What follows belongs to an exercise in optimizing a design on an open flow for small area, a short achievable clock period and few clock cycles; a production flow would make more cautious choices. The RTL was checked by simulation tests, not by an equivalence proof against the original design. Power figures rest on the tool's default switching activity, not on a simulated workload. The flow treats the clock pin as an ideal source, which a real chip does not have.

run B:
Design sys_user_stream_top, start of the top module:
module sys_user_stream_top
(
  input  logic     clk_i,
  input  logic     rst_n,
  input  logic     strm_en_i,
  input  strm_pkg::addr_t    dma_src_addr_i,
  input  strm_pkg::len_t     dma_len_i,
  output logic     dma_done_o,
  input  logic     dma_done_ack_i,
  output logic     dma_rd_req_o,
  output strm_pkg::addr_t    dma_rd_req_addr_o,
  output strm_pkg::req_len_t dma_rd_req_len_o,
  output strm_pkg::tag_t     dma_tag_o,
  input  logic     dma_req_ack_i,
  input  logic     dma_data_valid_i,
  input  strm_pkg::tag_t     dma_tag_i,
  input  strm_pkg::data_t    dma_data_i,
  output logic     stream_valid_o,
  input  logic     stream_ready_i,
  output strm_pkg::data_t    stream_data_o
);
Settings: LEC_CHECK=0, CAP_MARGIN=20, CORE_MARGIN=2, CORE_UTILIZATION=55, SETUP_SLACK_MARGIN=3.0, SLEW_MARGIN=20, TNS_END_PERCENT=5; clock period 5.5 ns.
standard.sh (not shown) runs the stock make flow with config.mk's settings and CLKGATE_MAP_FILE= SYNTH_SCRIPT=/design/flow/synth_recipe.tcl, a recipe that flattens the netlist after the stock synthesis.
==> flow/flow/run.sh <==
#!/bin/bash
# Layout flow: the standard ORFS flow (standard.sh), with
#  - port buffers made of buf_2 cells instead of the slow delay-buffer cell
#    buffer_ports picks by default (every port still gets its buffer);
#  - clock tree synthesis without dummy loads and with larger sink clusters.
# Each step's full log is in orfs/logs/; make's own output goes to flow_make.log.
set -euo pipefail
export BUFFER_PORTS_ARGS="-buffer_cell sky130_fd_sc_hd__buf_2"
export CTS_ARGS="-sink_clustering_enable -repair_clock_nets -dont_use_dummy_load -sink_clustering_size 30 -sink_clustering_max_diameter 100"
bash standard.sh finish > flow_make.log 2>&1
Run B completed end to end with timing, DRC and antenna clean.
Testbench counts of run B, summed over its fixed seeds: cycles 32,940.
Input-level comparison between run M and run B:
-- flow/design.v --
<<< run B, line 45
  localparam logic [NS-1:0] INJ = 16'hC101;     
  logic          act;         
  logic          pend;        
  logic [12:0]   full_left;   
>>> run M, line 45
  localparam logic [NS-1:0] INJ = 16'hC101;     
  logic          act;         
  logic          idle;        
  logic          pend;        
  logic [12:0]   full_left;   
<<< run B, line 59
  logic [2:0]    tf;          
  logic [2:0]    tf_n;
  strm_pkg::data_t stg [NS];
  logic [NS-1:0] v;           
>>> run M, line 60
  logic [2:0]    tf;          
  logic [2:0]    tf_n;
  logic          tf_ok;       
  strm_pkg::data_t stg [NS];
  logic [NS-1:0] v;           
<<< run B, line 73
  logic          out_free;
  logic          arm;
  logic [3:0]    tail_n;
  assign start    = strm_en_i && !act && !dma_done_o;
  assign acc      = dma_rd_req_o && dma_req_ack_i;
  assign hit      = dma_data_valid_i && (dma_tag_i[7:2] == '0) && (dma_tag_i[1] != dma_tag_i[0]);
>>> run M, line 75
  logic          out_free;
  logic          arm;
  assign start    = strm_en_i && idle;
  assign acc      = dma_rd_req_o && dma_req_ack_i;
  assign hit      = dma_data_valid_i && (dma_tag_i[7:2] == '0) && (dma_tag_i[1] != dma_tag_i[0]);
<<< run B, line 128
    for (int i = 0; i < NS; i++)
      if (stream_ready_i)
        en[i] = (hit && sel1[i]) || (i > 0 && adv1[i > 0 ? i-1 : 0]);
      else
        en[i] = (hit && sel0[i]) || (i > 0 && adv0[i > 0 ? i-1 : 0]);
    pn00 = pipe_of(v, full_up, low_empty, 1'b0, 1'b0);
    pn01 = pipe_of(v, full_up, low_empty, 1'b0, 1'b1);
>>> run M, line 129
    for (int i = 0; i < NS; i++)
      if (stream_ready_i)
        en[i] = sel1[i] || (i > 0 && adv1[i > 0 ? i-1 : 0]);
      else
        en[i] = sel0[i] || (i > 0 && adv0[i > 0 ? i-1 : 0]);
    pn00 = pipe_of(v, full_up, low_empty, 1'b0, 1'b0);
    pn01 = pipe_of(v, full_up, low_empty, 1'b0, 1'b1);
<<< run B, line 172
  always_comb
  begin
    if (fl_nz)
      present = arm && out0 && !hit && (!th[0] || (take && !th[1]));
    else
>>> run M, line 173
  always_comb
  begin
    if (fl_nz || !tf_ok)
      present = arm && out0 && !hit && (!th[0] || (take && !th[1]));
    else
<<< run B, line 187
    begin
      act          <= 1'b0;
      pend         <= 1'b0;
      dma_done_o   <= 1'b0;
>>> run M, line 188
    begin
      act          <= 1'b0;
      idle         <= 1'b1;
      pend         <= 1'b0;
      dma_done_o   <= 1'b0;
<<< run B, line 203
        dma_rd_req_addr_o <= dma_src_addr_i;
        act               <= (dma_len_i[20:4] != '0);
        pend              <= (dma_len_i[20:4] != '0);
        dma_done_o        <= (dma_len_i[20:4] == '0);   
>>> run M, line 205
        dma_rd_req_addr_o <= dma_src_addr_i;
        act               <= (dma_len_i[20:4] != '0);
        idle              <= 1'b0;
        pend              <= (dma_len_i[20:4] != '0);
        dma_done_o        <= (dma_len_i[20:4] == '0);   
<<< run B, line 243
      end
      if (dma_done_o && !strm_en_i && dma_done_ack_i)
        dma_done_o <= 1'b0;
    end
  end
>>> run M, line 246
      end
      if (dma_done_o && !strm_en_i && dma_done_ack_i)
      begin
        dma_done_o <= 1'b0;
        idle       <= 1'b1;
      end
    end
  end
<<< run B, line 274
  logic [NS-1:0] th00, th01, th10;
  logic [2:0]    tf00, tf01, tf10;
  assign tail_n = start ? dma_len_i[7:4] : tail;
  always_comb
  begin
>>> run M, line 280
  logic [NS-1:0] th00, th01, th10;
  logic [2:0]    tf00, tf01, tf10;
  always_comb
  begin
<<< run B, line 282
    for (int k = 0; k < 3; k++)
    begin
      tf00[k] = fits(th00, tail_n, k - 1);
      tf01[k] = fits(th01, tail_n, k - 1);
      tf10[k] = fits(th10, tail_n, k - 1);
    end
    case ({hit, take})
>>> run M, line 287
    for (int k = 0; k < 3; k++)
    begin
      tf00[k] = fits(th00, tail, k - 1);
      tf01[k] = fits(th01, tail, k - 1);
      tf10[k] = fits(th10, tail, k - 1);
    end
    case ({hit, take})
<<< run B, line 308
    if (!rst_n)
    begin
      th <= '0;
      tf <= '0;
    end
    else
    begin
      th <= th_n;
      tf <= tf_n;
    end
  end
>>> run M, line 313
    if (!rst_n)
    begin
      th    <= '0;
      tf    <= '0;
      tf_ok <= 1'b0;
    end
    else
    begin
      th    <= th_n;
      tf    <= tf_n;
      tf_ok <= !start;
    end
  end
### Flow results
Final area went down slightly going from run B to run M.
Diff run M..run B | total of buffers placed on input and output ports | unchanged
Run M against run B: power shows a reduction of 0.57 mW, wire length of the first global-routing pass shows a reduction of about 6%.
Taking run B as the reference, in run M number of gates resized after CTS lower, worst slew margin relative to its limit lower.
Gate count of the mapped netlist: run M vs run B down 47
NOTE via-per-instance ratio run B->run M decreased by a few percent
The run with more routed wire is run B, not run M.
Endpoint arrival time on the critical path was higher in run M than in run B.
Sequential cell area fraction in the yosys report: run M > run B
Testbench counts of run M, summed over its fixed seeds: cycles 33,182.


sys_user_stream_top, a different RTL version from the one above (not shown whole).
Size: roughly 2,200 flip-flops, about 390 I/O pins, roughly 74,000 sq um of cells after synthesis.
Settings: LEC_CHECK=0, CAP_MARGIN=20, CORE_MARGIN=2, CORE_UTILIZATION=55, SETUP_SLACK_MARGIN=3.0, SLEW_MARGIN=20, TNS_END_PERCENT=5; clock period 5.5 ns.
Scripts as last shown in full above: flow/flow/run.sh
The baseline ran to the end with no violations.
Testbench counts at the start, summed over its fixed seeds: cycles 32,940.
Then changed:
--- a/flow/design.v
+++ b/flow/design.v
@@ -38,18 +38,19 @@
   input  strm_pkg::tag_t     dma_tag_i,
   input  strm_pkg::data_t    dma_data_i,
   output logic     stream_valid_o,
   input  logic     stream_ready_i,
   output strm_pkg::data_t    stream_data_o
 );
   localparam int NS = 16;         
   localparam logic [NS-1:0] INJ = 16'hC101;     
   logic          act;         
+  logic          idle;        
   logic          pend;        
   logic [12:0]   full_left;   
   logic          fl_nz;       
   logic          fl_one;      
   logic [3:0]    tail;        
   logic          tagb;        
   logic [4:0]    len_b;       
   logic [4:0]    out;         
   logic          out0;        
@@ -66,19 +67,19 @@
   logic          start;
   logic          acc;
   logic          hit;
   logic          take;
   logic [4:0]    nlen;
   logic          fl_nz_n;
   logic          present;
   logic          out_free;
   logic          arm;
-  assign start    = strm_en_i && !act && !dma_done_o;
+  assign start    = strm_en_i && idle;
   assign acc      = dma_rd_req_o && dma_req_ack_i;
   assign hit      = dma_data_valid_i && (dma_tag_i[7:2] == '0) && (dma_tag_i[1] != dma_tag_i[0]);
   assign take     = stream_valid_o && stream_ready_i;
   assign out_free = out0 || (out1 && hit);
   assign nlen     = fl_nz ? 5'd16 : {1'b0, tail};
   assign fl_nz_n  = fl_nz && !fl_one;               
   assign dma_rd_req_len_o = {len_b, 4'b0};
   assign dma_tag_o        = {6'b0, tagb, !tagb};
   assign stream_valid_o   = v[NS-1];
@@ -179,34 +180,36 @@
         2'b11:   present = arm && (out0 || out1) && tf[1];
         default: present = arm && out0 && tf[1];
       endcase
   end
   always_ff @(posedge clk_i)
   begin
     if (!rst_n)
     begin
       act          <= 1'b0;
+      idle         <= 1'b1;
       pend         <= 1'b0;
       dma_done_o   <= 1'b0;
       dma_rd_req_o <= 1'b0;
       out          <= '0;
       out0         <= 1'b1;
       out1         <= 1'b0;
     end
     else
     begin
       if (!dma_rd_req_o)
         len_b <= nlen;
       dma_rd_req_o <= present || (dma_rd_req_o && !acc);
       if (start)
       begin
         dma_rd_req_addr_o <= dma_src_addr_i;
         act               <= (dma_len_i[20:4] != '0);
+        idle              <= 1'b0;
         pend              <= (dma_len_i[20:4] != '0);
         dma_done_o        <= (dma_len_i[20:4] == '0);   
         tagb              <= 1'b0;                      
         full_left         <= dma_len_i[20:8];
         fl_nz             <= (dma_len_i[20:8] != '0);
         fl_one            <= (dma_len_i[20:8] == 13'd1);
         tail              <= dma_len_i[7:4];
       end
       else if (acc)
@@ -235,19 +238,22 @@
         out0 <= out1;
         out1 <= (out == 5'd2);
       end
       if (act && !pend && !dma_rd_req_o && out_free)
       begin
         act        <= 1'b0;
         dma_done_o <= 1'b1;
       end
       if (dma_done_o && !strm_en_i && dma_done_ack_i)
+      begin
         dma_done_o <= 1'b0;
+        idle       <= 1'b1;
+      end
     end
   end
   function automatic logic [NS-1:0] th_move(input logic [NS-1:0] t, input logic up,
                                             input logic down);
     logic [NS-1:0] r;
     if (up && !down)
       r = {t[NS-2:0], 1'b1};
     else if (down && !up)
       r = {1'b0, t[NS-1:1]};
@@ -265,29 +271,31 @@
           f = 1'b1;
         else if (16 - tv - d < 0)
           f = 1'b0;
         else
           f = !t[16 - tv - d];
       end
     fits = f;
   endfunction
   logic [NS-1:0] th00, th01, th10;
+  logic [3:0]    tail_n;
   logic [2:0]    tf00, tf01, tf10;
+  assign tail_n = idle ? dma_len_i[7:4] : tail;    
   always_comb
   begin
     th00 = th;
     th01 = th_move(th, 1'b0, 1'b1);
     th10 = th_move(th, 1'b1, 1'b0);
     for (int k = 0; k < 3; k++)
     begin
-      tf00[k] = start ? fits(th00, dma_len_i[7:4], k - 1) : fits(th00, tail, k - 1);
-      tf01[k] = start ? fits(th01, dma_len_i[7:4], k - 1) : fits(th01, tail, k - 1);
-      tf10[k] = start ? fits(th10, dma_len_i[7:4], k - 1) : fits(th10, tail, k - 1);
+      tf00[k] = fits(th00, tail_n, k - 1);
+      tf01[k] = fits(th01, tail_n, k - 1);
+      tf10[k] = fits(th10, tail_n, k - 1);
     end
     case ({hit, take})
       2'b01:
       begin
         th_n = th01;
         tf_n = tf01;
       end
       2'b10:
       begin
What happened:
- global-route usage fell by 0.95 points
- final area fell by 0.78%
- area after synthesis fell by 0.62%
- non-clock buffer count stays the same
- routed wire length fell by about 4%
- worst setup slack improves by 0.18 ns
- first-iteration DRC count rose by about 2%
- combinational power fell by about 10%
- sequential power is about the same
- cell count fell by 1.1%
Testbench counts after the change, summed over its fixed seeds: cycles 32,940.

[re-timing with driven ports]
No port has a modelled driver above. Below, the same layouts with a new extraction and two added sets of constraints.
Step 1: set_driving_cell puts a clkbuf_16 on clk_i and a buf_2 on each other input, an assumption about the parent block.
Step 2 also shifts input and output timing later by t, the mid clock arrival at the registers, as if the neighbouring blocks saw the same clock.
Slacks: ideal ports / drivers / drivers and shift; pairs: ideal ports / drivers.
run	t, ns	slack for setup (ns)	worst data-port slew with drivers (ns)
run B	0.742	2.820 / 2.866 / 2.123	0.12
run M	0.738	2.423 / 2.465 / 1.726	0.10
the first run of note 2	0.750	2.732 / 2.776 / 2.026	0.13
the second run of note 2	0.737	2.907 / 2.889 / 2.210	0.15
After both steps setup and hold are still met in every run listed. The setup slack of the first run of note 2, which loses most, moves by +0.044 ns with the drivers and by -0.706 ns with both steps.
